This design comes from an exercise in tuning for small area and a short achievable clock period on the open sky130 flow, not from production work. At most, simulation tests tie the RTL to the original design; equivalence was not proved. Function not checked in run 8: the RTL went through the layout flow alone. Power figures rest on the tool's default switching activity, not on a simulated workload.

--- design/flow/design.v ---
`timescale 1ns/1ps
`default_nettype none
package rob_cfg_pkg;
    localparam int WAY = 2;
    localparam int ROB_DEPTH    = 16;
    localparam int ROB_ID_WIDTH = 4;
    localparam int ARCH_WIDTH = 5;
    localparam int PRF_WIDTH  = 6;
    localparam int CDB_CHANNELS = 3;
    localparam int FULL_THRESHOLD = 2 * WAY;
    typedef logic [ROB_ID_WIDTH-1:0] rob_id_t;
    typedef logic [ROB_ID_WIDTH:0]   rob_ptr_t;
endpackage
`default_nettype wire
`timescale 1ns/1ps
`default_nettype none
module rob_top (
    input  logic         clk,
    input  logic         rst_n,
    input  logic         alloc_en,
    input  logic [27:0]  alloc_lanes,
    output logic [7:0]   tail_ids,
    input  logic [116:0] cdb,
    output logic [23:0]  commit_lanes,
    output logic         flush,
    output logic [31:0]  redirect_pc,
    output logic         full,
    output logic [1:0]   status
);
    localparam int N    = rob_cfg_pkg::ROB_DEPTH;
    localparam int NP   = N / 2;
    localparam int NCDB = rob_cfg_pkg::CDB_CHANNELS;
    function automatic logic [3:0] inc4(input logic [3:0] x);
        inc4 = {x[3] ^ (x[2] & x[1] & x[0]), x[2] ^ (x[1] & x[0]), x[1] ^ x[0], !x[0]};
    endfunction
    function automatic logic [3:0] dec4(input logic [3:0] x);
        dec4 = {x[3] ^ !(x[2] | x[1] | x[0]), x[2] ^ !(x[1] | x[0]), x[1] ^ !x[0], !x[0]};
    endfunction
    function automatic logic [2:0] inc3(input logic [2:0] x);
        inc3 = {x[2] ^ (x[1] & x[0]), x[1] ^ x[0], !x[0]};
    endfunction
    function automatic logic lt4(input logic [3:0] a, input logic [3:0] b);
        logic [3:0] g, p;
        g = ~a & b;
        p = ~a | b;
        lt4 = g[3] || (p[3] && g[2]) || (p[3] && p[2] && g[1]) || (p[3] && p[2] && p[1] && g[0]);
    endfunction
    logic [N-1:0]  st_a, st_b;
    logic [10:0]   e_d [N];     
    logic [3:0]  head;
    logic [2:0]  tail3;         
    logic [3:0]  occ;           
    logic        full_r, empty_r;
    logic        c0_r, c1_r, flush_r;
    logic [10:0] l0_r, l1_r;
    logic        mp_v;          
    logic [3:0]  mp_id;         
    logic [31:0] mp_pc;
    assign tail_ids     = {tail3, 1'b1, tail3, 1'b0};
    assign full         = full_r;
    assign status       = {full_r, empty_r};
    assign flush        = flush_r;
    assign redirect_pc  = mp_pc;
    assign commit_lanes = {c1_r, l1_r, c0_r, l0_r};
    logic [NCDB-1:0]       cv, ctk;
    logic [NCDB-1:0][3:0]  cid;
    logic [NCDB-1:0][31:0] cpc;
    logic [1:0]            la, lb, ldai;
    logic [1:0][10:0]      ld;
    always_comb begin
        for (int c = 0; c < NCDB; c++) begin
            cv[c]  = cdb[c*39 + 38];
            cid[c] = cdb[c*39 + 34 +: 4];
            ctk[c] = cdb[c*39 + 32];
            cpc[c] = cdb[c*39 +: 32];
        end
        for (int l = 0; l < 2; l++) begin
            ld[l]   = alloc_lanes[l*14 + 3 +: 11];
            ldai[l] = alloc_lanes[l*14 + 2];
            la[l] = !alloc_lanes[l*14 + 2] && (!alloc_lanes[l*14 + 1] ||  alloc_lanes[l*14 + 0]);
            lb[l] = !alloc_lanes[l*14 + 2] && (!alloc_lanes[l*14 + 1] || !alloc_lanes[l*14 + 0]);
        end
    end
    logic       clr, acc;
    logic [3:0] hn, hn1, k, k_in;
    logic       k0, k1, kge2, kge11, kge13;
    assign clr  = !rst_n || flush_r;
    assign acc  = alloc_en && !full_r;
    assign hn   = c1_r ? inc4(inc4(head)) : c0_r ? inc4(head) : head;
    assign hn1  = inc4(hn);
    assign k    = c1_r ? dec4(dec4(occ)) : c0_r ? dec4(occ) : occ;
    assign k0    = (k == 4'd0);
    assign k1    = (k == 4'd1);
    assign kge2  = k[3] || k[2] || k[1];
    assign kge11 = k[3] && (k[2] || (k[1] && k[0]));
    assign kge13 = k[3] && k[2] && (k[1] || k[0]);
    assign k_in  = {k[3] ^ (k[2] & k[1]), k[2] ^ k[1], !k[1], k[0]};    
    always_ff @(posedge clk) begin
        if (clr) begin
            head    <= '0;
            tail3   <= '0;
            occ     <= '0;
            full_r  <= 1'b0;
            empty_r <= 1'b1;
        end else begin
            head    <= hn;
            tail3   <= acc ? inc3(tail3) : tail3;
            occ     <= acc ? k_in : k;
            full_r  <= acc ? kge11 : kge13;
            empty_r <= !acc && k0;
        end
    end
    logic [NCDB-1:0][N-1:0] cdec;
    logic [N-1:0]           hit;
    always_comb begin
        for (int c = 0; c < NCDB; c++)
            for (int i = 0; i < N; i++)
                cdec[c][i] = cv[c] && (cid[c] == 4'(i));
        hit = cdec[0] | cdec[1] | cdec[2];
    end
    always_ff @(posedge clk) begin
        for (int i = 0; i < N; i++) begin
            if (tail3 == 3'(i / 2)) e_d[i] <= ld[i%2];
            if (hit[i]) begin
                st_a[i] <= 1'b0;
                st_b[i] <= 1'b0;
            end else if (tail3 == 3'(i / 2)) begin
                st_a[i] <= la[i%2];
                st_b[i] <= lb[i%2];
            end
        end
    end
    logic [2:0]  pe, po;
    logic [10:0] dev, dod, ds0, ds1;
    logic        aev, bev, aod, bod, sa0, sb0, sa1, sb1;
    logic        hit0, hit1, cmis0, cmis1;
    logic        rdy0, rdy1, live0, live1, mis0, mis1, c0_n, c1_n;
    assign po  = hn[3:1];
    assign pe  = hn1[3:1];
    always_comb begin
        dev = '0; dod = '0; aev = 1'b0; bev = 1'b0; aod = 1'b0; bod = 1'b0;
        for (int p = 0; p < NP; p++) begin
            dev = dev | (e_d[2*p]   & {11{pe == 3'(p)}});
            dod = dod | (e_d[2*p+1] & {11{po == 3'(p)}});
            aev = aev | (st_a[2*p]   && pe == 3'(p));
            bev = bev | (st_b[2*p]   && pe == 3'(p));
            aod = aod | (st_a[2*p+1] && po == 3'(p));
            bod = bod | (st_b[2*p+1] && po == 3'(p));
        end
    end
    assign ds0 = hn[0] ? dod : dev;
    assign ds1 = hn[0] ? dev : dod;
    assign sa0 = hn[0] ? aod : aev;
    assign sb0 = hn[0] ? bod : bev;
    assign sa1 = hn[0] ? aev : aod;
    assign sb1 = hn[0] ? bev : bod;
    always_comb begin
        hit0 = 1'b0; hit1 = 1'b0; cmis0 = 1'b0; cmis1 = 1'b0;
        for (int c = 0; c < NCDB; c++) begin
            if (cv[c] && (cid[c] == hn)) begin
                hit0  = 1'b1;
                cmis0 = cmis0 || (ctk[c] ? (!sa0 && sb0) : (sa0 && !sb0));
            end
            if (cv[c] && (cid[c] == hn1)) begin
                hit1  = 1'b1;
                cmis1 = cmis1 || (ctk[c] ? (!sa1 && sb1) : (sa1 && !sb1));
            end
        end
    end
    assign live0 = !k0 || acc;
    assign live1 = kge2 || acc;
    assign rdy0  = !k0 ? ((!sa0 && !sb0) || hit0) : ldai[0];
    assign rdy1  = kge2 ? ((!sa1 && !sb1) || hit1) : k1 ? ldai[0] : ldai[1];
    assign mis0  = !k0 && ((mp_v && (mp_id == hn))  || cmis0);
    assign mis1  = kge2 && ((mp_v && (mp_id == hn1)) || cmis1);
    assign c0_n  = !clr && live0 && rdy0;
    assign c1_n  = c0_n && !mis0 && live1 && rdy1;
    always_ff @(posedge clk) begin
        c0_r    <= c0_n;
        c1_r    <= c1_n;
        flush_r <= c0_n && (mis0 || (live1 && rdy1 && mis1));
        l0_r    <= !k0 ? ds0 : ld[0];
        l1_r    <= kge2 ? ds1 : k1 ? ld[0] : ld[1];
    end
    logic [NCDB-1:0] cmis, cmist, cmisn, cwrap, cbeat, csel;
    logic [NCDB-1:0][NCDB-1:0] cold;    
    logic            hwrap;
    logic [NCDB-1:0] cltm;
    logic [3:0][3:0] cgt, cgn;
    assign hwrap = lt4(mp_id, head);
    always_comb begin
        for (int c = 0; c < NCDB; c++) begin
            for (int g = 0; g < 4; g++) begin
                cgt[g] = (~st_a[4*g +: 4]) >> cid[c][1:0];
                cgn[g] = (~st_b[4*g +: 4]) >> cid[c][1:0];
            end
            cmist[c] = cv[c] && cgt[cid[c][3:2]][0];
            cmisn[c] = cv[c] && cgn[cid[c][3:2]][0];
            cmis[c]  = ctk[c] ? cmist[c] : cmisn[c];
            cwrap[c] = lt4(cid[c], head);
            cltm[c]  = lt4(cid[c], mp_id);
            cbeat[c] = !mp_v || (cwrap[c] ? (hwrap && cltm[c]) : (hwrap || cltm[c]));
        end
        for (int c = 0; c < NCDB; c++)
            for (int d = 0; d < NCDB; d++)
                cold[c][d] = cwrap[c] ? (cwrap[d] && lt4(cid[c], cid[d])) : (cwrap[d] || lt4(cid[c], cid[d]));
        for (int c = 0; c < NCDB; c++) begin
            csel[c] = cmis[c] && cbeat[c];
            for (int d = 0; d < NCDB; d++)
                if (d != c) csel[c] = csel[c] && (!cmis[d] || cold[c][d]);
        end
    end
    always_ff @(posedge clk) begin
        if (clr) mp_v <= 1'b0;
        else     mp_v <= mp_v || (|cmis);
        if (|csel) begin
            mp_pc <= ({32{csel[0]}} & cpc[0]) | ({32{csel[1]}} & cpc[1]) | ({32{csel[2]}} & cpc[2]);
            mp_id <= ({4{csel[0]}} & cid[0]) | ({4{csel[1]}} & cid[1]) | ({4{csel[2]}} & cid[2]);
        end
    end
endmodule
`default_nettype wire
--- design/flow/flow/run.sh ---
#!/bin/bash
# The standard layout (standard.sh), with one change: the port buffers
# that global placement inserts are plain sky130_fd_sc_hd__buf_1 cells
# instead of the delay cells buffer_ports picks by default.
# make's full output goes to standard.log; ORFS keeps each step's log
# under orfs/logs/.
set -euo pipefail
export BUFFER_PORTS_ARGS="-buffer_cell sky130_fd_sc_hd__buf_1"
bash standard.sh > standard.log 2>&1
--- design/flow/standard.sh ---
#!/bin/bash
# synth_recipe.tcl (not shown) runs the flow's synth.tcl, then flattens the netlist and writes it again
# the make line also repeats each setting of config.mk as NAME=value (left out here)
make -C /OpenROAD-flow-scripts/flow DESIGN_CONFIG=/design/flow/config.mk WORK_HOME=/design/flow/orfs CLKGATE_MAP_FILE= SYNTH_SCRIPT=/design/flow/synth_recipe.tcl "${@:-finish}"
--- design/flow/config.mk ---
export PLATFORM = sky130hd
export DESIGN_NAME = rob_top
export DESIGN_NICKNAME = rob_top
export VERILOG_FILES = /design/flow/design.v
export SDC_FILE = /design/flow/constraint.sdc
export NUM_CORES = 4
export LEC_CHECK = 0
export ABC_AREA = 1
export CAP_MARGIN = 20
export CORE_MARGIN = 2
export CORE_UTILIZATION = 40
export CTS_CLUSTER_DIAMETER = 80
export CTS_CLUSTER_SIZE = 30
export PLACE_DENSITY = 0.6
export SETUP_SLACK_MARGIN = 3.8
export SLEW_MARGIN = 20
--- design/flow/constraint.sdc ---
create_clock -name core_clock -period 7.0 [get_ports {clk}]
set_input_delay 1.4000 -clock core_clock [delete_from_list [all_inputs] [get_ports {clk}]]
set_output_delay 1.4000 -clock core_clock [all_outputs]
set_load 0.01 [all_outputs]
==> flow_summary.ini, run 1 <==
[status]
run_status = complete, no violations

[run]
cap_violations = 0

[global_route]
antenna_violations_before_repair = 1
grt_pass1_wl_um = 69660
final_global_route_overflow_total = 0
pin_count_of_the_biggest_net_entering_global_routing = 40
first_global_vias = 11560
grtUsageTotal = 0.2386

[die]
start_util = 0.4026
core_area_um2 = 36350
io_pins = 216
fp.dieArea_um2 = 38130
fp.dieW_um = 195.3
number_of_placement_rows = 70
die-height_um = 195.3

[timing]
rsz0062_at_grt = true
totalNegativeSetupSlack_ns = 0
post-route-period-util = 0.4563
setup_slack_ns = 3.806
max_clock_freq_mhz = 313.1
finalWorstPathRequiredPeriod_ns = 3.194
finalHoldViolCount = 0
slew_viol_final = 0
timing.final.setup_violations = 0
worst_pin_slew_ns = 0.8600
fin_skew_ns = 0.04439
timing.slew.headroom = 0.4246

[critical_path]
timing.critical_path.required_ns = 7.24
crit_arrival_ns = 3.43
reg2reg_to = l1_r[6]$_DFF_P_
critical_path.endpoint_type = flop
reg2regPathDepth = 16
criticalPathCategory = input port to flop
worst-path-max-fanout = 9
startpoint_type = input port
regToRegSetupSlack_ns = 3.97
timing.rr.start = head[0]$_SDFF_PP0_

[worst_hold_path]
min_delay_path_depth = 2
min_from = st_a[11]$_SDFFE_PP0N_
hold_path_class = flop to flop
worstHoldEndpoint = st_a[11]$_SDFFE_PP0N_

[synthesis]
synth.net_count = 1817
synth-seq-area-share = 0.5321
netlist_area_um2 = 14630
synth_warn = 2
synth_edf_count = 212
avgSynthCellArea_um2 = 8.832
netlist-cell-type-count = 55
yosys_most_used_dff = edfxtp_1
synth_async_sr_flop_share = 0
postSynthCellCount = 1657
post_synthesis_register_bit_count = 283

[place]
place.port_buffers = 210
dp_slack_ns = 2.238
gp_congestion = 0.9515
dp_wirelength_um = 31750

[cts]
tritoncts = yes
clkTransAtPathRegs_ns = 0.10
cts_hold_buffers = 0
insertion_delay_ns = 0.53
root_buffer = clkbuf_16
cts-htree-levels = 1
cts_buffers = 16
clk_path_buf_depth = 3
clock-sinks = 283

[power_and_ir_drop]
max-vdd-ir-drop_mv = 0.3058
static_leakage_power_nw = 6.774
power_density_nw_per_um2 = 482.6

[routing]
vias = 13030
routed_wl_um = 47700
routed_wire_length_per_instance_um = 20.11
final_antenna_net_count = 0
initialDrtViolationCount = 1253
route.detailed.vias_per_inst = 5.495
drtPass1Iterations = 5
drc = 0

[finish]
seqCellArea_um2 = 7806
multi_input_area_um2 = 6078
finalNetCount = 2053
num-fill-cells = 3392
layout-area-overhead-vs-synth_pct = 20.79
post_route_cells_drive_above_1_share = 0.1482
-- critical path: stages --
cell and delay [ns]:
buf_6 0.13, buf_12 0.13, clkinvlp_4 0.11, buf_4 0.16
o21ai_0 0.15, a41oi_1 0.18, a21oi_2 0.19, nand2_2 0.13
a21oi_2 0.14, and3_4 0.23, nand3b_1 0.17, buf_6 0.15
clkbuf_16 0.15
-- repair_timing --
action	CTS	global route
gates resized for setup	92	105
buffers inserted	17	34
pin swaps	13	28
endpoints found under the setup margin	98	97
cloned	7	8
-- cell type report --
type	instances	share of cell area
sequential	283	0.4416
clock inverter	8	0.007574
multi-input combinational	1097	0.3439
inverter	210	0.05018
timing repair inverter	1	0.0002831
antenna	1	0.0001416
tap	468	0.03313
clock buffer	20	0.02527
timing repair buffer	284	0.09796
-- flip-flops by register name (all words and copies together), names as in the netlist --
signal	cells
c0_r	1
c1_r	1
e_d	176
empty_r	1
flush_r	1
full_r	1
head	4
l0_r	11
l1_r	11
mp_id	4
mp_pc	32
mp_v	1
occ	4
st_a	16
st_b	16
tail3	3
-- power breakdown --
group | internal [mW] | leakage [nW] | switching (mW)
registers | 2.39 | 2.57 | 0.286
logic | 1.63 | 3.92 | 3.12
clock network | 0.496 | 0.280 | 0.604
-- metrics by stage --
| step | instance area [um^2] | hold slack [ns] | util | total power, mW | instances |
|---|---|---|---|---|---|
| floorplan | 14820 | 0.4435 | - | 5.447 | 1657 |
| global placement | 15810 | 0.4555 | 0.4350 | 6.651 | 2277 |
| detailed placement | 15810 | 0.4603 | 0.4350 | 6.682 | 2277 |
| CTS | 16870 | 0.4762 | 0.4642 | 8.102 | 2329 |
| global route | 17670 | 0.5250 | 0.4863 | 9.072 | 2371 |
| finish | 17680 | 0.4783 | 0.4863 | 8.530 | 2372 |
-- layer usage --
| metal | wire length [um] | GRT usage | up-vias |
|---|---|---|---|
| met2 | 22670 | 0.4029 | 571 |
| met1 | 19840 | 0.3182 | 6160 |
| met3 | 3553 | 0.03143 | 88 |
| met5 | 0 | 0 | - |
| li1 | - | - | 6215 |
| met4 | 1637 | 0.07860 | 0 |
-- cells in the mapped netlist (3+ instances only) --
cell type	count	share of area
a2111oi_0	4	0.0024
a21oi_1	140	0.048
a221oi_1	25	0.015
a22o_1	4	0.0024
a41oi_1	4	0.0024
buf_1	5	0.0013
buf_2	17	0.0058
buf_4	14	0.0072
buf_6	4	0.0031
clkbuf_1	32	0.0082
dfxtp_1	71	0.097
edfxtp_1	212	0.44
ha_1	12	0.010
inv_1	193	0.050
inv_2	15	0.0038
nand2_1	354	0.091
nand2_2	10	0.0043
nand2_4	4	0.0031
nand3_1	87	0.030
nand3_2	8	0.0055
nand3_4	4	0.0048
nand4_1	35	0.015
nor2_1	130	0.033
nor2_2	8	0.0034
nor2_4	3	0.0023
nor3_1	10	0.0034
nor4_1	5	0.0021
o211ai_1	15	0.0077
o21ai_0	111	0.038
o21ai_1	8	0.0027
o221ai_1	38	0.023
o22ai_1	17	0.0073
or2_2	11	0.0047
xor2_1	19	0.011
-- placed cells by master (no fill, tap or decap), types with 7 or more instances in the layout --
cell,n
nand2_1,343
edfxtp_1,212
buf_1,195
inv_1,158
a21oi_1,133
nor2_1,123
o21ai_0,97
nand3_1,80
dfxtp_1,64
buf_4,51
o221ai_1,38
nand4_1,35
inv_2,30
clkbuf_16,23
a221oi_1,21
xor2_1,19
o21ai_1,19
nand2_2,17
o211ai_1,15
o22ai_1,15
nor2_2,12
nand3_2,11
or2_2,11
buf_6,11
nand3_4,10
ha_1,10
buf_12,10
nor3_1,9
inv_6,7
nor2_4,7
nand2_4,7
clkinvlp_4,7
inv_4,7
-- worst max-delay path by stage --
stage / from / to / slack (ns)
2_1_floorplan: cdb[74] / mp_id[0]$_DFFE_PP_ / 2.68
3_3_place_gp: cdb[71] / mp_pc[23]$_DFFE_PP_ / 2.22
3_5_place_dp: cdb[71] / mp_pc[19]$_DFFE_PP_ / 2.24
4_1_cts: cdb[75] / mp_pc[29]$_DFFE_PP_ / 3.79
5_1_grt: head[2]$_SDFF_PP0_ / l1_r[5]$_DFF_P_ / 3.76
6_report: cdb[110] / mp_pc[2]$_DFFE_PP_ / 3.81
-- logic make-up after synthesis --
logic type / after synthesis / synth area share
XOR/XNOR: 19 / 0.01137
other: 2 / 0.0005132
adder cells (fa/ha/maj): 12 / 0.01026
AO/OA/AOI/OAI: 380 / 0.1568
AND/OR/NAND/NOR: 679 / 0.2090
flip-flops: 283 / 0.5321
buffers and inverters: 282 / 0.07994
==> inputs of run 2 (changes only) <==
--- a/design/flow/design.v
+++ b/design/flow/design.v
@@ -46,5 +46,7 @@
         lt4 = g[3] || (p[3] && g[2]) || (p[3] && p[2] && g[1]) || (p[3] && p[2] && p[1] && g[0]);
     endfunction
-    logic [N-1:0]  st_a, st_b;
+    logic [N-1:0]  st_na, st_nb, st_a, st_b;
+    assign st_a = ~st_na;
+    assign st_b = ~st_nb;
     logic [10:0]   e_d [N];     
     logic [3:0]  head;
@@ -123,9 +125,9 @@
             if (tail3 == 3'(i / 2)) e_d[i] <= ld[i%2];
             if (hit[i]) begin
-                st_a[i] <= 1'b0;
-                st_b[i] <= 1'b0;
+                st_na[i] <= 1'b1;
+                st_nb[i] <= 1'b1;
             end else if (tail3 == 3'(i / 2)) begin
-                st_a[i] <= la[i%2];
-                st_b[i] <= lb[i%2];
+                st_na[i] <= !la[i%2];
+                st_nb[i] <= !lb[i%2];
             end
         end
@@ -192,6 +194,6 @@
         for (int c = 0; c < NCDB; c++) begin
             for (int g = 0; g < 4; g++) begin
-                cgt[g] = (~st_a[4*g +: 4]) >> cid[c][1:0];
-                cgn[g] = (~st_b[4*g +: 4]) >> cid[c][1:0];
+                cgt[g] = st_na[4*g +: 4] >> cid[c][1:0];
+                cgn[g] = st_nb[4*g +: 4] >> cid[c][1:0];
             end
             cmist[c] = cv[c] && cgt[cid[c][3:2]][0];
--- a/design/flow/config.mk
+++ b/design/flow/config.mk
@@ -13,4 +13,4 @@
 export CTS_CLUSTER_SIZE = 30
 export PLACE_DENSITY = 0.6
-export SETUP_SLACK_MARGIN = 3.8
+export SETUP_SLACK_MARGIN = 3.9
 export SLEW_MARGIN = 20
==> flow_summary.ini, run 2 <==
[status]
run_status = complete, no violations

[cts]
cts-htree-levels = 1
clk_path_buf_depth = 3
tritoncts = yes
insertion_delay_ns = 0.53
cts_buffers = 17
root_buffer = clkbuf_16
clkTransAtPathRegs_ns = 0.10
clock-sinks = 283

[global_route]
first_global_vias = 12270
grtUsageTotal = 0.2516
final_global_route_overflow_total = 0
pin_count_of_the_biggest_net_entering_global_routing = 34
antenna_violations_before_repair = 1
grt_pass1_wl_um = 72950

[routing]
routed_wl_um = 50450
routed_wire_length_per_instance_um = 21.22
drtPass1Iterations = 5
route.detailed.vias_per_inst = 5.598
vias = 13310
final_antenna_net_count = 0
drc = 0
initialDrtViolationCount = 1074

[timing]
max_clock_freq_mhz = 310.7
rsz0062_at_grt = true
totalNegativeSetupSlack_ns = 0
post-route-period-util = 0.4597
fin_skew_ns = 0.03720
worst_pin_slew_ns = 1.015
finalWorstPathRequiredPeriod_ns = 3.218
finalHoldViolCount = 0
timing.slew.headroom = 0.3210
setup_slack_ns = 3.782
timing.final.setup_violations = 0
slew_viol_final = 0

[power_and_ir_drop]
static_leakage_power_nw = 7.093
p_clk_frac = 0.130
post-layout-total-power_mw = 8.651
sequentialPowerShare = 0.299
cellInternalPower_mw = 4.620
max-vdd-ir-drop_mv = 0.2673
power.switching_fraction = 0.4660
netSwitchingPower_mw = 4.031
power.combinational.fraction = 0.571
power_density_nw_per_um2 = 471.5

[place]
dp_wirelength_um = 31720
numPlacedInstances = 2238
gp_congestion = 0.9175
dp_slack_ns = 1.557
place.port_buffers = 210

[finish]
finalNetCount = 2065
largest_registers = e_d x176, mp_pc x32
layout-area-overhead-vs-synth_pct = 26.07
post_route_cells_drive_above_1_share = 0.1895
seqCellArea_um2 = 7805
multi_input_area_um2 = 6399
num-fill-cells = 3340
num_antenna_cells = 0
layout_common_cells = nand2_1 (354), edfxtp_1 (212), buf_1 (195)
finish.utilization = 0.5133
largest_register = e_d
final_common_cell = nand2_1
largest_register_ffs = 176
final_cell_count_no_fill = 2377

[critical_path]
worst-path-max-fanout = 9
crit_arrival_ns = 3.56
critical-path-slowest-cell = maj3_2
criticalPathCategory = input port to flop
startpoint_type = input port
delay_contributed_by_the_slowest_stage_of_the_critical_path_ns = 0.34
critical_path.endpoint_type = flop
timing.critical_path.required_ns = 7.34
crit_path_cell_trace = buf_12 -> clkinvlp_4 -> buf_12 -> buf_4 -> o21ai_0 -> o22ai_1 -> a21oi_1 -> nor2_1 -> a21oi_1 -> maj3_2 -> a21oi_4 -> buf_4 -> nand3_2 -> o221ai_1

[synthesis]
synth_edf_count = 212
postSynthCellCount = 1625
synth-seq-area-share = 0.5351
avgSynthCellArea_um2 = 8.956
netlist-cell-type-count = 55
yosysMostFrequentCell = nand2_1
netlist_area_um2 = 14550
post_synthesis_register_bit_count = 283
yosys_most_used_dff = edfxtp_1
synth_async_sr_flop_share = 0
synthTopCellsByCount = nand2_1 (391), edfxtp_1 (212), inv_1 (184)
synth_top_cell_by_area = edfxtp_1
synth.top_cells.by_area = edfxtp_1 (44%), nand2_1 (10%), dfxtp_1 (9.8%)
synth_warn = 2
post-synth-top-area-fraction = 0.4374
synth.net_count = 1785

[die]
start_util = 0.4072
io_pins = 216
number_of_placement_rows = 69
die-height_um = 194.8
core_area_um2 = 35740
fp.dieArea_um2 = 37930
fp.dieW_um = 194.8

[run]
cap_violations = 0

[worst_hold_path]
hold_path_class = flop to flop
run 2: cell type report:
type | count | area share
clock inverters | 8 | 0.006410
multi-input cells | 1068 | 0.3487
flip-flops and latches | 283 | 0.4254
well taps | 461 | 0.03144
clock buffers | 22 | 0.02475
inverters | 208 | 0.04903
repair buffers | 327 | 0.1142
run 2: path summary, 6_finish.rpt:
check	startpoint	endpoint	slack, ns	cells past startpoint
min	st_nb[4]$_SDFFE_PP1N_	st_nb[4]$_SDFFE_PP1N_	0.57	2
max reg2reg	head[1]$_SDFF_PP0_	c1_r$_DFF_P_	4.04	18
max	cdb[113]	mp_pc[21]$_DFFE_PP_	3.78	14
min reg2reg	st_nb[4]$_SDFFE_PP1N_	st_nb[4]$_SDFFE_PP1N_	0.57	2
run 2: layer usage:
metal  global-route usage  part of all wire  routed length, um  up-vias
li1                     -                 -                  -     6235
met1               0.3170              0.40              20140     6317
met2               0.4348              0.49              24550      639
met3              0.03765             0.073               3685      115
met4               0.1007             0.041               2083        0
met5                    0                 0                  0        -
run 2: power groups by stage:
stage / combinational, mW / clock (mW) / sequential (mW)
floorplan: 2.64 / 0 / 2.59
global placement: 3.86 / 0 / 2.60
detailed placement: 3.88 / 0 / 2.61
CTS: 4.43 / 1.15 / 2.58
global route: 5.37 / 1.20 / 2.63
finish: 4.94 / 1.13 / 2.58
run 2: cells by family after synthesis:
family,after synthesis,synth area share
simple gates,669,0.2006
compound gates,356,0.1606
flops,283,0.5351
buf+inv,280,0.07901
xor+xnor,22,0.01324
fa+ha+maj,13,0.01100
other cells,2,0.0005160
run 2: critical path: cells and delay by family:
family | cells | cell delay (ns)
compound gates | 6 | 0.79
buf+inv | 5 | 0.63
simple gates | 2 | 0.40
fa+ha+maj | 1 | 0.34
run 2: timing repair:
action	4_1_cts	5_1_grt
hold buffers	0	0
pin swaps	29	38
gates cloned	7	6
gates resized for setup	150	123
endpoints found under the hold margin	0	0
setup endpoints to repair	99	97
setup buffers	51	45
run 2: per-stage QoR:
step / hold WS [ns] / cell area [um^2]
floorplan: 0.4839 / 14730
global placement: 0.5397 / 15740
detailed placement: 0.5489 / 15750
CTS: 0.5647 / 17360
global route: 0.6020 / 18350
finish: 0.5741 / 18350
==> inputs of run 3 (changes only) <==
--- a/design/flow/config.mk
+++ b/design/flow/config.mk
@@ -13,4 +13,4 @@
 export CTS_CLUSTER_SIZE = 30
 export PLACE_DENSITY = 0.6
-export SETUP_SLACK_MARGIN = 3.9
+export SETUP_SLACK_MARGIN = 3.7
 export SLEW_MARGIN = 20
==> flow_summary.ini, run 3 <==
[status]
run_status = complete, no violations

[power_and_ir_drop]
power_density_nw_per_um2 = 470.5
max-vdd-ir-drop_mv = 0.2524
static_leakage_power_nw = 6.677

[synthesis]
netlist-cell-type-count = 55
muxShareOfSynthArea = 0
synthSimpleGateAreaFrac = 0.2006
synthTopCellsByCount = nand2_1 (391), edfxtp_1 (212), inv_1 (184)
synthXorXnorAreaFrac = 0.01324
avgSynthCellArea_um2 = 8.956
synth-seq-area-share = 0.5351
synth_async_sr_flop_share = 0
synth_top_family_by_area = simple AND/OR/NAND/NOR gates
post-synth-top-area-fraction = 0.4374
fraction_of_the_mapped_netlist_area_in_compound_gates = 0.1606
synth.net_count = 1785
yosysMostFrequentCell = nand2_1
synth_warn = 2
synth_top_cell_by_area = edfxtp_1
yosys_most_used_dff = edfxtp_1
post_synth_fa_ha_maj_area_fraction = 0.01100
post_synthesis_register_bit_count = 283
netlist_area_um2 = 14550
postSynthCellCount = 1625
synth_edf_count = 212
synth.top_cells.by_area = edfxtp_1 (44%), nand2_1 (10%), dfxtp_1 (9.8%)

[cts]
insertion_delay_ns = 0.55
clk_path_buf_depth = 3
root_buffer = clkbuf_16
cts-htree-levels = 1
clock-sinks = 283
clkTransAtPathRegs_ns = 0.07
cts_buffers = 19
tritoncts = yes

[routing]
wirelength_met1_um = 20070
drc = 0
final_antenna_net_count = 0
highest_signal_layer = met5
initialDrtViolationCount = 1050
wl_met2_um = 23090
detailroute.wirelength.met3_um = 3187
route.detailed.vias_per_inst = 5.588
routed_wire_length_per_instance_um = 20.77
drtPass1Iterations = 6
vias = 12960
routed_wl_um = 48200

[global_route]
final_global_route_overflow_total = 0
antenna_violations_before_repair = 2
pin_count_of_the_biggest_net_entering_global_routing = 37
grtUsageTotal = 0.2424
grt_pass1_wl_um = 70710
first_global_vias = 11890

[critical_path]
timing.critical_path.max_delay_family = simple AND/OR/NAND/NOR gates
timing.critical_path.required_ns = 7.24
criticalPathCategory = input port to flop
delay_contributed_by_the_slowest_stage_of_the_critical_path_ns = 0.22
startpoint_type = input port
critical_path.endpoint_type = flop
crit_path_cell_trace = buf_4 -> inv_2 -> nor2_4 -> o21ai_0 -> o221ai_1 -> nor2_1 -> o21ai_1 -> and2_4 -> o21a_4 -> nand3_4 -> nand3b_1 -> buf_6 -> clkbuf_16
crit_arrival_ns = 3.50
critical-path-slowest-cell = o21ai_1
cp_num_buf_inv = 4
worst-path-max-fanout = 8

[place]
gp_congestion = 0.9169
numPlacedInstances = 2241
dp_slack_ns = 1.754
postPlaceCellArea_um2 = 15770
dp_wirelength_um = 31800
place.port_buffers = 210

[finish]
num_antenna_cells = 0
finalNetCount = 2006
finalInstanceArea_um2 = 17370
post_route_cells_drive_above_1_share = 0.1302
largest_register_ffs = 176
final_cell_count_no_fill = 2320
layout_common_cells = nand2_1 (381), edfxtp_1 (212), buf_1 (195)
final_common_cell = nand2_1
layout-area-overhead-vs-synth_pct = 19.32
largest_registers = e_d x176, mp_pc x32
largest_register = e_d

[timing]
totalNegativeSetupSlack_ns = 0
setup_slack_ns = 3.740
fin_skew_ns = 0.03288
max_clock_freq_mhz = 306.8
slew_viol_final = 0
worst_pin_slew_ns = 0.9405
finalHoldViolCount = 0
timing.final.setup_violations = 0
timing.slew.headroom = 0.3709
finalWorstPathRequiredPeriod_ns = 3.260
post-route-period-util = 0.4657
rsz0062_at_grt = true

[run]
cap_violations = 0

[die]
die-height_um = 194.8
fp.dieArea_um2 = 37930
core_area_um2 = 35740
io_pins = 216
start_util = 0.4072
fp.dieW_um = 194.8
number_of_placement_rows = 69

[worst_hold_path]
hold_path_class = flop to flop
==> run 3: repair_timing <==
item / in CTS / in global routing
gates cloned: 6 / 2
pin swaps: 8 / 26
gates resized for setup: 79 / 65
hold buffers: 0 / 0
setup endpoints to repair: 99 / 97
buffers inserted: 16 / 21
==> run 3: final timing paths <==
kind | start | end | slack [ns] | depth (start not counted)
worst max-delay path | cdb[34] | mp_id[2]$_DFFE_PP_ | 3.74 | 13
worst min-delay path | st_nb[14]$_SDFFE_PP1N_ | st_nb[14]$_SDFFE_PP1N_ | 0.57 | 2
worst max register to register | head[0]$_SDFF_PP0_ | l0_r[6]$_DFF_P_ | 3.94 | 19
worst min register to register | st_nb[14]$_SDFFE_PP1N_ | st_nb[14]$_SDFFE_PP1N_ | 0.57 | 2
==> run 3: area by class of cell <==
class,instances,area [um^2]
Tap cell,461,576.8
Timing Repair Buffer,268,1468
Multi-Input combinational cell,1066,5992
Clock inverter,13,187.7
Inverter,208,857.1
Sequential cell,283,7801
Fill cell,3421,18380
Clock buffer,21,483.0
==> run 3: power breakdown <==
group          internal [mW]  switching, mW
registers               2.33          0.248
logic                   1.42           2.95
clock network          0.575          0.643
==> run 3: cells by family after synthesis <==
logic type                 after synthesis
and+or+nand+nor                        669
AOI/OAI and AO/OA                      356
DFF                                    283
buffers and inverters                  280
xor gates and xnor gates                22
adders and majority gates               13
other                                    2
==> run 3: routing by layer <==
| metal | global-route usage | vias to the layer above |
|---|---|---|
| met5 | 0 | - |
| met3 | 0.03123 | 101 |
| li1 | - | 6107 |
| met2 | 0.4187 | 565 |
| met1 | 0.3114 | 6189 |
| met4 | 0.09019 | 2 |
==> run 3: tightest hold or removal path, cell delays in order, from the launching register on <==
cell	delay (ns)
dfxtp_1	0.32
inv_1	0.09
o211ai_1	0.10
==> run 3: metrics by stage <==
stage / hold slack (ns) / power (mW) / utilization
after global routing: 0.5938 / 8.702 / 0.4859
after detailed placement: 0.5502 / 6.479 / 0.4411
after floorplan: 0.4839 / 5.235 / -
final: 0.5695 / 8.170 / 0.4859
after global placement: 0.5466 / 6.437 / 0.4411
after CTS: 0.5650 / 7.929 / 0.4730
==> inputs of run 4 (changes only) <==
--- a/design/flow/config.mk
+++ b/design/flow/config.mk
@@ -9,8 +9,8 @@
 export CAP_MARGIN = 20
 export CORE_MARGIN = 2
-export CORE_UTILIZATION = 40
+export CORE_UTILIZATION = 55
 export CTS_CLUSTER_DIAMETER = 80
 export CTS_CLUSTER_SIZE = 30
-export PLACE_DENSITY = 0.6
-export SETUP_SLACK_MARGIN = 3.7
+export PLACE_DENSITY = 0.7
+export SETUP_SLACK_MARGIN = 3.8
 export SLEW_MARGIN = 20
==> flow_summary.ini, run 4 <==
[timing]
post-route-period-util = 0.4802
timing.final.setup_violations = 0
finalWorstPathRequiredPeriod_ns = 3.362
worst_pin_slew_ns = 1.057
finalHoldViolCount = 0
rsz0062_at_grt = true
totalNegativeSetupSlack_ns = 0
timing.slew.headroom = 0.2931
fin_skew_ns = 0.04380
slew_viol_final = 0
setup_slack_ns = 3.638
max_clock_freq_mhz = 297.5

[synthesis]
postSynthCellCount = 1625
synth_async_sr_flop_share = 0
yosysMostFrequentCell = nand2_1
netlist-cell-type-count = 55
synth_top_cell_by_area = edfxtp_1
netlist_area_um2 = 14550
synth_warn = 2
yosys_most_used_dff = edfxtp_1
synth.net_count = 1785
synthTopCellsByCount = nand2_1 (391), edfxtp_1 (212), inv_1 (184)
synth-seq-area-share = 0.5351
post-synth-top-area-fraction = 0.4374
synth.top_cells.by_area = edfxtp_1 (44%), nand2_1 (10%), dfxtp_1 (9.8%)
post_synthesis_register_bit_count = 283
avgSynthCellArea_um2 = 8.956
synth_edf_count = 212

[finish]
largest_register_ffs = 176
layout_common_cells = nand2_1 (375), edfxtp_1 (212), buf_1 (195)
largest_registers = e_d x176, mp_pc x32
post_route_cells_drive_above_1_share = 0.1579
layout-area-overhead-vs-synth_pct = 21.78
finalNetCount = 2046
num-fill-cells = 2043
largest_register = e_d
final_common_cell = nand2_1

[routing]
initialDrtViolationCount = 1687
routed_wire_length_per_instance_um = 21.27
drtPass1Iterations = 6
routed_wl_um = 47430
vias = 13640
route.detailed.vias_per_inst = 6.118
final_antenna_net_count = 0
drc = 0

[power_and_ir_drop]
max-vdd-ir-drop_mv = 0.2901
static_leakage_power_nw = 6.892
power_density_nw_per_um2 = 466.7

[die]
die-height_um = 166.7
start_util = 0.5601
core_area_um2 = 25980
fp.dieW_um = 166.7
fp.dieArea_um2 = 27780
io_pins = 216
number_of_placement_rows = 59

[worst_hold_path]
min_delay_path_depth = 2
hold_path_class = flop to flop

[global_route]
final_global_route_overflow_total = 0
pin_count_of_the_biggest_net_entering_global_routing = 37
antenna_violations_before_repair = 1
grtUsageTotal = 0.3157
first_global_vias = 12190
grt_pass1_wl_um = 68860

[cts]
root_buffer = clkbuf_16
cts_buffers = 14
insertion_delay_ns = 0.53
clock-sinks = 283
clk_path_buf_depth = 3
tritoncts = yes
cts-htree-levels = 1
clkTransAtPathRegs_ns = 0.09

[place]
gp_congestion = 0.9901
dp_wirelength_um = 29910
dp_slack_ns = 2.138
place.port_buffers = 210

[critical_path]
crit_arrival_ns = 3.59
startpoint_type = input port
criticalPathCategory = input port to flop
reg2regPathDepth = 19
critical_path.endpoint_type = flop
crit_path_cell_trace = buf_12 -> buf_12 -> buf_12 -> nand2_2 -> o211ai_1 -> a41oi_2 -> nor3_2 -> o21ai_2 -> nand2_2 -> inv_2 -> o211ai_1 -> nand2_2 -> nor2_4 -> nand3b_1 -> buf_6 -> bufbuf_16
delay_contributed_by_the_slowest_stage_of_the_critical_path_ns = 0.27
timing.critical_path.required_ns = 7.22
worst-path-max-fanout = 9
critical-path-slowest-cell = bufbuf_16

[status]
run_status = complete, no violations

[run]
cap_violations = 0
[run 4: changes by cell type in the layout (fill, tap and decap cells not counted), moves of 4 or more]
cell	before	now
buf_12	6	15
buf_16	0	4
buf_4	45	71
inv_1	171	166
nand2_1	381	375
nand2_2	18	24
nor2_2	13	9
o221ai_1	37	32
o221ai_2	3	8
[run 4: kinds of logic after synthesis]
group	count (synthesis)	synth area share
DFF	283	0.5351
adders and majority gates	13	0.01100
xor gates and xnor gates	22	0.01324
other	2	0.0005160
AOI/OAI and AO/OA	356	0.1606
buffers and inverters	280	0.07901
and+or+nand+nor	669	0.2006
[run 4: worst max-delay path, delay by kind of cell]
family                 cells  cell delay [ns]
AO/OA/AOI/OAI              4             0.53
AND/OR/NAND/NOR            6             0.79
buffers and inverters      6             0.83
[run 4: power by group]
group	switching, mW	internal (mW)
clock network	0.529	0.397
registers	0.265	2.33
logic	3.05	1.70
total	3.85	4.43
[run 4: repair_timing]
item / CTS / global route
endpoints found under the setup margin: 99 / 97
hold buffers: 0 / 0
pin swaps: 23 / 20
gates resized for setup: 130 / 66
cloned: 10 / 6
setup buffers: 33 / 43
[run 4: metal layers]
metal | part of all wire | global-route usage | routed length, um
met3 | 0.086 | 0.04396 | 4098
met5 | 0 | 0 | 0
met4 | 0.044 | 0.1222 | 2067
met1 | 0.39 | 0.4171 | 18710
met2 | 0.48 | 0.5311 | 22560
[run 4: final timing paths]
| kind | startpoint | endpoint | slack, ns |
|---|---|---|---|
| max | cdb[110] | mp_pc[5]$_DFFE_PP_ | 3.64 |
| min | tail3[1]$_SDFFE_PP0P_ | tail3[1]$_SDFFE_PP0P_ | 0.59 |
| max reg2reg | head[1]$_SDFF_PP0_ | l1_r[9]$_DFF_P_ | 3.88 |
| min reg2reg | tail3[1]$_SDFFE_PP0P_ | tail3[1]$_SDFFE_PP0P_ | 0.59 |
[run 4: cell type report]
cell class,instances,area [um^2],share of cell area
Sequential cell,283,7799,0.4400
Multi-Input combinational cell,1067,6131,0.3459
Inverter,208,885.9,0.04998
Clock buffer,20,382.9,0.02160
Timing Repair Buffer,312,2066,0.1165
Tap cell,335,419.2,0.02365
Clock inverter,4,38.79,0.002188
Antenna cell,1,2.502,0.0001412
[run 4: stage by stage]
stage | power (mW) | instance area, um^2 | instances | util | hold slack, ns
2_1_floorplan | 5.236 | 14730 | 1625 | - | 0.4839
3_3_place_gp | 6.309 | 15590 | 2113 | 0.6001 | 0.5430
3_5_place_dp | 6.383 | 15590 | 2113 | 0.6001 | 0.5451
4_1_cts | 7.700 | 16920 | 2180 | 0.6510 | 0.5648
5_1_grt | 8.748 | 17720 | 2229 | 0.6820 | 0.5946
6_report | 8.271 | 17720 | 2230 | 0.6821 | 0.5867
==> inputs of run 5 (changes only) <==
--- a/design/flow/config.mk
+++ b/design/flow/config.mk
@@ -9,8 +9,9 @@
 export CAP_MARGIN = 20
 export CORE_MARGIN = 2
-export CORE_UTILIZATION = 55
+export CORE_UTILIZATION = 40
 export CTS_CLUSTER_DIAMETER = 80
 export CTS_CLUSTER_SIZE = 30
-export PLACE_DENSITY = 0.7
+export GPL_ROUTABILITY_DRIVEN = 0
+export PLACE_DENSITY = 0.6
 export SETUP_SLACK_MARGIN = 3.8
 export SLEW_MARGIN = 20
==> flow_summary.ini, run 5 <==
[status]
run_status = complete, no violations

[timing]
slew_viol_final = 0
timing.final.setup_violations = 0
setup_slack_ns = 3.769
max_clock_freq_mhz = 309.5
finalHoldViolCount = 0
post-route-period-util = 0.4616
totalNegativeSetupSlack_ns = 0
finalWorstPathRequiredPeriod_ns = 3.231
fin_skew_ns = 0.03956
worst_pin_slew_ns = 0.9263
rsz0062_at_grt = true
hold-worst-slack_ns = 0.5793
timing.slew.headroom = 0.3804

[synthesis]
postSynthCellCount = 1625
synth.net_count = 1785
post-synth-top-area-fraction = 0.4374
yosys_most_used_dff = edfxtp_1
avgSynthCellArea_um2 = 8.956
synth-seq-area-share = 0.5351
netlist-cell-type-count = 55
synth_top_cell_by_area = edfxtp_1
synth_edf_count = 212
synthTopCellsByCount = nand2_1 (391), edfxtp_1 (212), inv_1 (184)
netlist_area_um2 = 14550
post_synthesis_register_bit_count = 283
yosysMostFrequentCell = nand2_1
synth_async_sr_flop_share = 0
synth_warn = 2
synth.top_cells.by_area = edfxtp_1 (44%), nand2_1 (10%), dfxtp_1 (9.8%)

[finish]
final_common_cell = nand2_1
num-fill-cells = 3292
largest_register = e_d
largest_register_ffs = 176
largest_registers = e_d x176, mp_pc x32
final_cell_count_no_fill = 2364
layout-area-overhead-vs-synth_pct = 24.63
finalNetCount = 2052
layout_common_cells = nand2_1 (375), edfxtp_1 (212), buf_1 (195)
post_route_cells_drive_above_1_share = 0.1682
num_antenna_cells = 0

[die]
number_of_placement_rows = 69
fp.dieArea_um2 = 37930
io_pins = 216
start_util = 0.4072
fp.dieW_um = 194.8
core_area_um2 = 35740
die-height_um = 194.8

[global_route]
pin_count_of_the_biggest_net_entering_global_routing = 34
grtUsageTotal = 0.2430
first_global_vias = 12050
antenna_violations_before_repair = 0
grt_pass1_wl_um = 71080
final_global_route_overflow_total = 0

[routing]
drtPass1Iterations = 6
initialDrtViolationCount = 1505
final_antenna_net_count = 0
routed_wl_um = 48490
route.detailed.vias_per_inst = 5.629
drc = 0
routed_wire_length_per_instance_um = 20.51
vias = 13310

[place]
numPlacedInstances = 2237
dp_slack_ns = 1.733
dp_wirelength_um = 30810
place.port_buffers = 210

[run]
cap_violations = 0

[worst_hold_path]
hold_path_class = flop to flop

[critical_path]
criticalPathCategory = input port to flop
timing.critical_path.required_ns = 7.28
worst-path-max-fanout = 9
startpoint_type = input port
critical_path.endpoint_type = flop
crit_arrival_ns = 3.51

[cts]
root_buffer = clkbuf_16
cts_hold_buffers = 0
tritoncts = yes
clock-sinks = 283
cts_buffers = 17
clk_path_buf_depth = 3
clkTransAtPathRegs_ns = 0.07
insertion_delay_ns = 0.54
cts-htree-levels = 1

[power_and_ir_drop]
power_density_nw_per_um2 = 469.1
post-layout-total-power_mw = 8.509
static_leakage_power_nw = 6.968
max-vdd-ir-drop_mv = 0.2479
[run 5: cell counts after synthesis]
Identical to the previous run, type by type.
[run 5: final cells by class]
class,instances,area (um^2),share of cell area
multi-input combinational,1070,6287,0.3466
tap,461,576.8,0.03180
clock buffer,23,490.5,0.02704
inverter,208,900.9,0.04967
clock inverter,7,103.9,0.005725
sequential,283,7801,0.4301
timing repair inverter,1,5.005,0.0002759
timing repair buffer,311,1973,0.1088
[run 5: critical path, cell delays in order]
cell and delay (ns):
buf_12 0.12, nor2_2 0.26, o211ai_1 0.18, a41oi_2 0.28, nor3_2 0.08, o21ai_1 0.11, nand2_1 0.13, inv_2 0.12
o211ai_1 0.10, nand2_2 0.11, nor2_4 0.04, nand3b_1 0.16, buf_6 0.14, buf_12 0.13, buf_16 0.14
[run 5: routing by layer]
| metal | routed length, um | global-route usage | vias up |
|---|---|---|---|
| met5 | 0 | 0 | - |
| met4 | 1937 | 0.08764 | 0 |
| met3 | 4275 | 0.03800 | 110 |
| met2 | 22790 | 0.4086 | 730 |
| met1 | 19490 | 0.3183 | 6246 |
| li1 | - | - | 6220 |
[run 5: worst paths after layout]
| kind | from | cells after the start | endpoint | slack (ns) |
|---|---|---|---|---|
| min reg2reg | st_nb[0]$_SDFFE_PP1N_ | 2 | st_nb[0]$_SDFFE_PP1N_ | 0.58 |
| max reg2reg | head[1]$_SDFF_PP0_ | 16 | l0_r[0]$_DFF_P_ | 3.97 |
| min | st_nb[0]$_SDFFE_PP1N_ | 2 | st_nb[0]$_SDFFE_PP1N_ | 0.58 |
| max | cdb[113] | 15 | mp_pc[17]$_DFFE_PP_ | 3.77 |
[run 5: timing repair]
| item | in CTS | in global routing |
|---|---|---|
| endpoints found under the hold margin | 0 | 0 |
| gates resized for setup | 122 | 98 |
| setup buffers | 31 | 49 |
| pin swaps | 15 | 30 |
| endpoints found under the setup margin | 98 | 97 |
| gates cloned | 10 | 7 |
[run 5: stage by stage]
stage,utilization,cell area [um^2]
global route,0.5075,18140
global placement,0.4403,15740
finish,0.5075,18140
detailed placement,0.4403,15740
CTS,0.4804,17170
floorplan,-,14730
[run 5: kinds of logic after synthesis]
group	count (synthesis)	share of synthesized area
AO/OA/AOI/OAI	356	0.1606
XOR/XNOR	22	0.01324
AND/OR/NAND/NOR	669	0.2006
other	2	0.0005160
adder cells (fa/ha/maj)	13	0.01100
buffers and inverters	280	0.07901
flip-flops	283	0.5351
[run 5: power breakdown]
| group | leakage, nW | total (mW) | switching [mW] | internal, mW |
|---|---|---|---|---|
| registers | 2.57 | 2.60 | 0.264 | 2.33 |
| logic | 4.11 | 4.75 | 3.09 | 1.66 |
| clock network | 0.291 | 1.16 | 0.604 | 0.559 |
==> inputs of run 6 (changes only) <==
--- a/design/flow/config.mk
+++ b/design/flow/config.mk
@@ -12,5 +12,4 @@
 export CTS_CLUSTER_DIAMETER = 80
 export CTS_CLUSTER_SIZE = 30
-export GPL_ROUTABILITY_DRIVEN = 0
 export PLACE_DENSITY = 0.6
 export SETUP_SLACK_MARGIN = 3.8
==> flow_summary.ini, run 6 <==
[cts]
clock-sinks = 283
clkTransAtPathRegs_ns = 0.09
tritoncts = yes
insertion_delay_ns = 0.54
cts_buffers = 17
clk_path_buf_depth = 3
root_buffer = clkbuf_16
cts-htree-levels = 1
cts_hold_buffers = 0

[critical_path]
timing.critical_path.max_delay_family = buffers and inverters
cp_num_buf_inv = 6
critical_path.endpoint_type = flop
timing.critical_path.mode_cell = buf_4
critical-path-slowest-cell = maj3_2
startpoint_type = input port
crit_arrival_ns = 3.38
delay_contributed_by_the_slowest_stage_of_the_critical_path_ns = 0.34
crit_path_cell_trace = buf_12 -> clkinvlp_4 -> buf_4 -> buf_4 -> o21ai_0 -> o22ai_1 -> a21oi_1 -> nor2_1 -> a21oi_1 -> maj3_2 -> a21oi_4 -> nand3_4 -> nand3b_1 -> buf_4 -> buf_12
timing.critical_path.required_ns = 7.21
criticalPathCategory = input port to flop
critical_path_source = cdb[112]
timing.rr.start = head[1]$_SDFF_PP0_
worst-path-max-fanout = 18

[finish]
largest_registers = e_d x176, mp_pc x32
layout_common_cells = nand2_1 (374), edfxtp_1 (212), buf_1 (195)
largest_register_ffs = 176
final_cell_count_no_fill = 2341
layout-area-overhead-vs-synth_pct = 20.31
num-fill-cells = 3338
post_route_cells_drive_above_1_share = 0.1463
largest_register = e_d
finalInstanceArea_um2 = 17510
num_antenna_cells = 0
finalNetCount = 2029
final_common_cell = nand2_1

[timing]
timing.slew.headroom = 0.4447
max_clock_freq_mhz = 316.1
timing.final.setup_violations = 0
finalWorstPathRequiredPeriod_ns = 3.164
post-route-period-util = 0.4520
setup_slack_ns = 3.836
slew_viol_final = 0
totalNegativeSetupSlack_ns = 0
fin_skew_ns = 0.04635
worst_pin_slew_ns = 0.8273
finalHoldViolCount = 0
rsz0062_at_grt = false

[synthesis]
synth_async_sr_flop_share = 0
synthXorXnorAreaFrac = 0.01324
post_synthesis_register_bit_count = 283
synth_top_family_by_area = simple AND/OR/NAND/NOR gates
post-synth-top-area-fraction = 0.4374
synth.net_count = 1785
netlist-cell-type-count = 55
yosysMostFrequentCell = nand2_1
synth_warn = 2
synthSimpleGateAreaFrac = 0.2006
fraction_of_the_mapped_netlist_area_in_compound_gates = 0.1606
synth_edf_count = 212
avgSynthCellArea_um2 = 8.956
postSynthCellCount = 1625
yosys_most_used_dff = edfxtp_1
synth.top_cells.by_area = edfxtp_1 (44%), nand2_1 (10%), dfxtp_1 (9.8%)
synth-seq-area-share = 0.5351
synthTopCellsByCount = nand2_1 (391), edfxtp_1 (212), inv_1 (184)
post_synth_fa_ha_maj_area_fraction = 0.01100
netlist_area_um2 = 14550
muxShareOfSynthArea = 0
synth_top_cell_by_area = edfxtp_1

[worst_hold_path]
min_from = st_nb[4]$_SDFFE_PP1N_
hold_path_class = flop to flop

[global_route]
pin_count_of_the_biggest_net_entering_global_routing = 34
first_global_vias = 11810
grtUsageTotal = 0.2385
grt_pass1_wl_um = 69430
antenna_violations_before_repair = 0
final_global_route_overflow_total = 0

[power_and_ir_drop]
power_density_nw_per_um2 = 467.2
max-vdd-ir-drop_mv = 0.2685
static_leakage_power_nw = 6.722

[routing]
routed_wire_length_per_instance_um = 20.46
drtPass1Iterations = 7
routed_wl_um = 47890
initialDrtViolationCount = 1003
route.detailed.vias_per_inst = 5.554
drc = 0
vias = 13000
final_antenna_net_count = 0

[die]
fp.dieW_um = 194.8
start_util = 0.4072
io_pins = 216
core_area_um2 = 35740
number_of_placement_rows = 69
die-height_um = 194.8
fp.dieArea_um2 = 37930

[place]
numPlacedInstances = 2240
place.port_buffers = 210
gp_congestion = 0.9257
dp_slack_ns = 1.644
dp_wirelength_um = 31370
postPlaceCellArea_um2 = 15760

[status]
run_status = complete, no violations

[run]
cap_violations = 0
## run 6: power breakdown
part,switching (mW),leakage (nW),total [mW],internal (mW)
clock network,0.617,0.280,1.12,0.507
registers,0.252,2.57,2.58,2.33
logic,3.00,3.87,4.47,1.47
total,3.87,6.72,8.18,4.31
## run 6: layout make-up
cell class / instances / area (um^2) / share of cell area
clock buffers: 21 / 460.4 / 0.02630
clock inverters: 9 / 121.4 / 0.006932
inverters: 208 / 883.3 / 0.05045
multi-input cells: 1066 / 6041 / 0.3450
flip-flops and latches: 283 / 7802 / 0.4456
well taps: 461 / 576.8 / 0.03294
repair buffers: 291 / 1609 / 0.09190
repair inverters: 2 / 15.01 / 0.0008575
## run 6: worst paths after layout
path                      endpoint  slack [ns]  cells after the start
min          st_nb[4]$_SDFFE_PP1N_        0.58                      2
max            mp_pc[26]$_DFFE_PP_        3.84                     15
min reg2reg  st_nb[4]$_SDFFE_PP1N_        0.58                      2
max reg2reg        l1_r[3]$_DFF_P_        3.97                     18
## run 6: timing repair
action / CTS / global route
pin swaps: 10 / 25
resized for setup: 97 / 80
cloned: 5 / 3
hold endpoints to repair: 0 / 0
setup endpoints to repair: 99 / 97
buffers inserted: 21 / 42
## run 6: through the flow
| step | util | power (mW) | hold WS (ns) |
|---|---|---|---|
| 6_report | 0.4899 | 8.181 | 0.5762 |
| 5_1_grt | 0.4899 | 8.689 | 0.5945 |
| 4_1_cts | 0.4715 | 7.879 | 0.5695 |
| 3_5_place_dp | 0.4409 | 6.481 | 0.5539 |
| 3_3_place_gp | 0.4409 | 6.447 | 0.5476 |
| 2_1_floorplan | - | 5.236 | 0.4839 |
## run 6: metal layers
layer	part of all wire	track usage	vias up
met5	0	0	-
met2	0.48	0.4121	614
li1	-	-	6156
met3	0.076	0.03783	96
met1	0.40	0.3003	6137
met4	0.041	0.09217	0
## run 6: cell families after synthesis
kind of cell | after synthesis
AO/OA/AOI/OAI | 356
flip-flops | 283
AND/OR/NAND/NOR | 669
buffers and inverters | 280
adder cells (fa/ha/maj) | 13
other | 2
XOR/XNOR | 22
## run 6: tightest hold or removal path, cell delays in order, from the launching register on
cell and delay [ns]:
dfxtp_1 0.35, inv_1 0.08, o211ai_1 0.09
==> inputs of run 7 (changes only) <==
--- a/design/flow/config.mk
+++ b/design/flow/config.mk
@@ -7,5 +7,5 @@
 export LEC_CHECK = 0
 export ABC_AREA = 1
-export CAP_MARGIN = 20
+export CAP_MARGIN = 5
 export CORE_MARGIN = 2
 export CORE_UTILIZATION = 40
@@ -14,3 +14,3 @@
 export PLACE_DENSITY = 0.6
 export SETUP_SLACK_MARGIN = 3.8
-export SLEW_MARGIN = 20
+export SLEW_MARGIN = 5
==> flow_summary.ini, run 7 <==
[status]
run_status = complete, no violations

[power_and_ir_drop]
post-layout-total-power_mw = 8.181
power_density_nw_per_um2 = 467.2
static_leakage_power_nw = 6.722
max-vdd-ir-drop_mv = 0.2685
p_clk_frac = 0.137
power.switching_fraction = 0.4727
netSwitchingPower_mw = 3.867
power.combinational.fraction = 0.547
cellInternalPower_mw = 4.314
sequentialPowerShare = 0.316

[cts]
insertion_delay_ns = 0.54
cts_buffers = 17
clkTransAtPathRegs_ns = 0.09
cts-htree-levels = 1
clk_path_buf_depth = 3
root_buffer = clkbuf_16
tritoncts = yes
clock-sinks = 283
cts_hold_buffers = 0

[place]
dp_slack_ns = 1.644
gp_congestion = 0.9257
place.port_buffers = 210
postPlaceCellArea_um2 = 15760
dp_wirelength_um = 31370

[global_route]
met2_usage = 0.4121
grt_use_met1 = 0.3003
global_route.usage.met3 = 0.03783
grt_busiest_layer = met2
first_global_vias = 11810
final_global_route_overflow_total = 0
antenna_violations_before_repair = 0
grt_pass1_wl_um = 69430
pin_count_of_the_biggest_net_entering_global_routing = 34
grtUsageTotal = 0.2385

[finish]
largest_register_ffs = 176
largest_register = e_d
num-fill-cells = 3338
layout_common_cells = nand2_1 (374), edfxtp_1 (212), buf_1 (195)
post_route_cells_drive_above_1_share = 0.1463
final_common_cell = nand2_1
finalNetCount = 2029
layout-area-overhead-vs-synth_pct = 20.31
finalInstanceArea_um2 = 17510
num_antenna_cells = 0
largest_registers = e_d x176, mp_pc x32

[synthesis]
synth_async_sr_flop_share = 0
netlist_area_um2 = 14550
postSynthCellCount = 1625
netlist-cell-type-count = 55
avgSynthCellArea_um2 = 8.956
synth_warn = 2
yosysMostFrequentCell = nand2_1
synthTopCellsByCount = nand2_1 (391), edfxtp_1 (212), inv_1 (184)
synth.top_cells.by_area = edfxtp_1 (44%), nand2_1 (10%), dfxtp_1 (9.8%)
synth-seq-area-share = 0.5351
post-synth-top-area-fraction = 0.4374
synth_edf_count = 212
synth_top_cell_by_area = edfxtp_1
post_synthesis_register_bit_count = 283
yosys_most_used_dff = edfxtp_1
synth.net_count = 1785

[die]
fp.dieArea_um2 = 37930
number_of_placement_rows = 69
die-height_um = 194.8
start_util = 0.4072
fp.dieW_um = 194.8
core_area_um2 = 35740
io_pins = 216

[timing]
setup_slack_ns = 3.836
rsz0062_at_grt = false
timing.slew.headroom = 0.4447
finalHoldViolCount = 0
finalWorstPathRequiredPeriod_ns = 3.164
slew_viol_final = 0
totalNegativeSetupSlack_ns = 0
max_clock_freq_mhz = 316.1
timing.final.setup_violations = 0
post-route-period-util = 0.4520
fin_skew_ns = 0.04635
worst_pin_slew_ns = 0.8273

[routing]
initialDrtViolationCount = 1003
vias = 13000
drtPass1Iterations = 7
route.detailed.vias_per_inst = 5.554
routed_wl_um = 47890
routed_wire_length_per_instance_um = 20.46
drc = 0
final_antenna_net_count = 0

[worst_hold_path]
hold_path_class = flop to flop

[critical_path]
crit_arrival_ns = 3.38
criticalPathCategory = input port to flop
worst-path-max-fanout = 18
startpoint_type = input port
timing.critical_path.required_ns = 7.21
critical_path.endpoint_type = flop

[run]
cap_violations = 0
run 7: cell counts after synthesis:
Identical to the previous run, type by type.
run 7: per-stage QoR:
step	hold WS [ns]	utilization	std cells
2_1_floorplan	0.4839	-	1625
3_3_place_gp	0.5476	0.4409	2240
3_5_place_dp	0.5539	0.4409	2240
4_1_cts	0.5695	0.4715	2296
5_1_grt	0.5945	0.4899	2341
6_report	0.5762	0.4899	2341
run 7: power by group through the flow:
stage	combinational, mW	sequential [mW]	clock (mW)
after global routing	4.87	2.62	1.19
after floorplan	2.64	2.59	0
after global placement	3.84	2.60	0
after CTS	4.16	2.58	1.14
final	4.47	2.58	1.12
after detailed placement	3.87	2.61	0
run 7: path summary, 6_finish.rpt:
check | from | endpoint | slack (ns) | depth (start not counted)
worst max-delay path | cdb[112] | mp_pc[26]$_DFFE_PP_ | 3.84 | 15
worst min-delay path | st_nb[4]$_SDFFE_PP1N_ | st_nb[4]$_SDFFE_PP1N_ | 0.58 | 2
worst max register to register | head[1]$_SDFF_PP0_ | l1_r[3]$_DFF_P_ | 3.97 | 18
worst min register to register | st_nb[4]$_SDFFE_PP1N_ | st_nb[4]$_SDFFE_PP1N_ | 0.58 | 2
run 7: layout make-up:
| cell class | instances | area (um^2) | share of cell area |
|---|---|---|---|
| timing repair inverter | 2 | 15.01 | 0.0008575 |
| clock buffer | 21 | 460.4 | 0.02630 |
| timing repair buffer | 291 | 1609 | 0.09190 |
| inverter | 208 | 883.3 | 0.05045 |
| tap | 461 | 576.8 | 0.03294 |
| clock inverter | 9 | 121.4 | 0.006932 |
| sequential | 283 | 7802 | 0.4456 |
| multi-input combinational | 1066 | 6041 | 0.3450 |
run 7: critical path, cell delays in order:
cell	delay, ns
buf_12	0.12
clkinvlp_4	0.10
buf_4	0.11
buf_4	0.14
o21ai_0	0.09
o22ai_1	0.12
a21oi_1	0.06
nor2_1	0.11
a21oi_1	0.06
maj3_2	0.34
a21oi_4	0.24
nand3_4	0.10
nand3b_1	0.12
buf_4	0.13
buf_12	0.14
run 7: routing by layer:
| layer | share of wire | vias up |
|---|---|---|
| li1 | - | 6156 |
| met1 | 0.40 | 6137 |
| met2 | 0.48 | 614 |
| met3 | 0.076 | 96 |
| met4 | 0.041 | 0 |
| met5 | 0 | - |
run 7: cell families (layout without fill, tap and decap cells):
kind of cell | after synthesis | after routing | share of synthesized area
xor+xnor | 22 | 22 | 0.01324
flops | 283 | 283 | 0.5351
other cells | 2 | 2 | 0.0005160
compound gates | 356 | 356 | 0.1606
fa+ha+maj | 13 | 13 | 0.01100
buf+inv | 280 | 531 | 0.07901
simple gates | 669 | 673 | 0.2006
run 7: what timing repair did:
item                       CTS  global route
hold endpoints to repair     0             0
buffers inserted            21            42
pin swaps                   10            25
resized for setup           97            80
cloned                       5             3
setup endpoints to repair   99            97
==> inputs of run 8 (changes only) <==
--- a/design/flow/design.v
+++ b/design/flow/design.v
@@ -185,5 +185,5 @@
         l1_r    <= kge2 ? ds1 : k1 ? ld[0] : ld[1];
     end
-    logic [NCDB-1:0] cmis, cmist, cmisn, cwrap, cbeat, csel;
+    logic [NCDB-1:0] cmis, cmist, cmisn, cwrap, cbeat, cand, csel;
     logic [NCDB-1:0][NCDB-1:0] cold;    
     logic            hwrap;
@@ -208,5 +208,6 @@
                 cold[c][d] = cwrap[c] ? (cwrap[d] && lt4(cid[c], cid[d])) : (cwrap[d] || lt4(cid[c], cid[d]));
         for (int c = 0; c < NCDB; c++) begin
-            csel[c] = cmis[c] && cbeat[c];
+            cand[c] = cmis[c] && cbeat[c];
+            csel[c] = cand[c];
             for (int d = 0; d < NCDB; d++)
                 if (d != c) csel[c] = csel[c] && (!cmis[d] || cold[c][d]);
@@ -216,5 +217,5 @@
         if (clr) mp_v <= 1'b0;
         else     mp_v <= mp_v || (|cmis);
-        if (|csel) begin
+        if (|cand) begin
             mp_pc <= ({32{csel[0]}} & cpc[0]) | ({32{csel[1]}} & cpc[1]) | ({32{csel[2]}} & cpc[2]);
             mp_id <= ({4{csel[0]}} & cid[0]) | ({4{csel[1]}} & cid[1]) | ({4{csel[2]}} & cid[2]);
--- a/design/flow/config.mk
+++ b/design/flow/config.mk
@@ -7,5 +7,5 @@
 export LEC_CHECK = 0
 export ABC_AREA = 1
-export CAP_MARGIN = 5
+export CAP_MARGIN = 20
 export CORE_MARGIN = 2
 export CORE_UTILIZATION = 40
@@ -14,3 +14,3 @@
 export PLACE_DENSITY = 0.6
 export SETUP_SLACK_MARGIN = 3.8
-export SLEW_MARGIN = 5
+export SLEW_MARGIN = 20
==> flow_summary.ini, run 8 <==
[routing]
vias = 13360
wirelength_met1_um = 20270
initialDrtViolationCount = 1139
drtPass1Iterations = 6
highest_signal_layer = met5
drc = 0
final_antenna_net_count = 0
detailroute.wirelength.met3_um = 3729
routed_wire_length_per_instance_um = 21.10
routed_wl_um = 50350
wl_met2_um = 23860

[global_route]
antenna_violations_before_repair = 2
grt_pass1_wl_um = 71840
final_global_route_overflow_total = 0

[die]
fp.dieW_um = 194.8
number_of_placement_rows = 69
die-height_um = 194.8
fp.dieArea_um2 = 37930
io_pins = 216
core_area_um2 = 35740

[cts]
tritoncts = yes
insertion_delay_ns = 0.54
root_buffer = clkbuf_16
cts_buffers = 19
clkTransAtPathRegs_ns = 0.11
clk_path_buf_depth = 3

[finish]
largest_register_ffs = 176
final_cell_count_no_fill = 2386
post_route_cells_drive_above_1_share = 0.1959
largest_registers = e_d x176, mp_pc x32
finish.utilization = 0.5141
largest_register = e_d
finalInstanceArea_um2 = 18380
layout-area-overhead-vs-synth_pct = 26.26

[power_and_ir_drop]
static_leakage_power_nw = 6.991
power.combinational.fraction = 0.558
power.switching_fraction = 0.4665
p_clk_frac = 0.140
netSwitchingPower_mw = 3.984
power_density_nw_per_um2 = 464.8

[place]
dp_slack_ns = 2.152
place.port_buffers = 210
dp_wirelength_um = 31420
postPlaceCellArea_um2 = 15730
gp_congestion = 0.9526

[timing]
timing.final.setup_violations = 0
max_clock_freq_mhz = 308.0
timing.slew.headroom = 0.4565
setup_slack_ns = 3.753
totalNegativeSetupSlack_ns = 0
slew_viol_final = 0
post-route-period-util = 0.4639
hold-worst-slack_ns = 0.5774
rsz0062_at_grt = true
finalHoldViolCount = 0
fin_skew_ns = 0.03602

[synthesis]
synth_async_sr_flop_share = 0
synth.top_cells.by_area = edfxtp_1 (44%), nand2_1 (12%), dfxtp_1 (9.8%)
post_synthesis_register_bit_count = 283
synthTopCellsByCount = nand2_1 (455), edfxtp_1 (212), inv_1 (128)
synth.net_count = 1794
yosysMostFrequentCell = nand2_1
yosys_most_used_dff = edfxtp_1
synth_top_cell_by_area = edfxtp_1
postSynthCellCount = 1634
synth-seq-area-share = 0.5351

[critical_path]
worst-path-max-fanout = 6
critical_path.endpoint_type = flop
timing.critical_path.required_ns = 7.37

[run]
cap_violations = 0

[status]
run_status = complete, no violations
-- run 8: cell types whose count changed after synthesis, moves of 8 or more --
cell and change:
nand2_1 +64, inv_1 -56, o221ai_1 -37, nand3_1 +24, o21ai_0 -20, a21oi_1 +17
buf_2 +8
-- run 8: per-layer routing --
layer,global-route usage,vias to the layer above
met4,0.08312,2
met5,0,-
met3,0.03227,156
met2,0.4249,655
met1,0.3128,6296
li1,-,6254
-- run 8: layout make-up --
type,instances,area (um^2)
multi-input combinational,1141,6664
antenna,1,2.502
sequential,283,7804
timing repair buffer,321,2057
fill,3307,17370
tap,461,576.8
clock buffer,23,500.5
clock inverter,11,125.1
inverter,145,645.6
-- run 8: logic make-up (layout without fill, tap and decap cells) --
group | Yosys count | in the layout | share of synthesized area
other | 2 | 3 | 0.0005160
muxes | 1 | 1 | 0.0006878
and+or+nand+nor | 772 | 779 | 0.2327
buffers and inverters | 220 | 500 | 0.06568
xor gates and xnor gates | 18 | 18 | 0.01083
DFF | 283 | 283 | 0.5351
AOI/OAI and AO/OA | 326 | 329 | 0.1442
adders and majority gates | 12 | 12 | 0.01032
-- run 8: power groups by stage --
stage	logic [mW]	registers, mW	clock network [mW]
detailed placement	3.82	2.60	0
CTS	4.27	2.57	1.22
finish	4.77	2.58	1.19
global placement	3.78	2.60	0
global route	5.18	2.62	1.27
floorplan	2.67	2.59	0
-- run 8: repair_timing --
item                                    CTS  global route
endpoints found under the setup margin   98            97
setup buffers                            40            46
pin swaps                                 6            62
gates resized for setup                  86           184
hold buffers                              0             0
gates cloned                              8            13
-- run 8: critical path, cell delays in order --
cell,delay (ns)
buf_6,0.10
buf_8,0.14
buf_6,0.12
nor2_4,0.14
o211ai_1,0.15
a41oi_2,0.26
nor3_2,0.05
o21ai_1,0.12
nand2_2,0.16
a21oi_4,0.23
nand2_4,0.10
a21oi_4,0.28
buf_6,0.19
nand2_1,0.05
nand3_1,0.12
-- run 8: path summary, 6_finish.rpt --
kind,to,from,cells after the start
min reg2reg,st_nb[8]$_SDFFE_PP1N_,st_nb[8]$_SDFFE_PP1N_,2
min,st_nb[8]$_SDFFE_PP1N_,st_nb[8]$_SDFFE_PP1N_,2
max reg2reg,c1_r$_DFF_P_,occ[0]$_SDFF_PP0_,16
max,mp_pc[27]$_DFFE_PP_,cdb[74],15

Re-timed with assumed drivers on the ports (clkbuf_16 on the clock, buf_2 on other inputs), run 8 has 3.758 ns of setup slack against 3.753 ns with ideal ports, and 3.180 ns once port delays also move by the mid clock arrival of 0.578 ns.
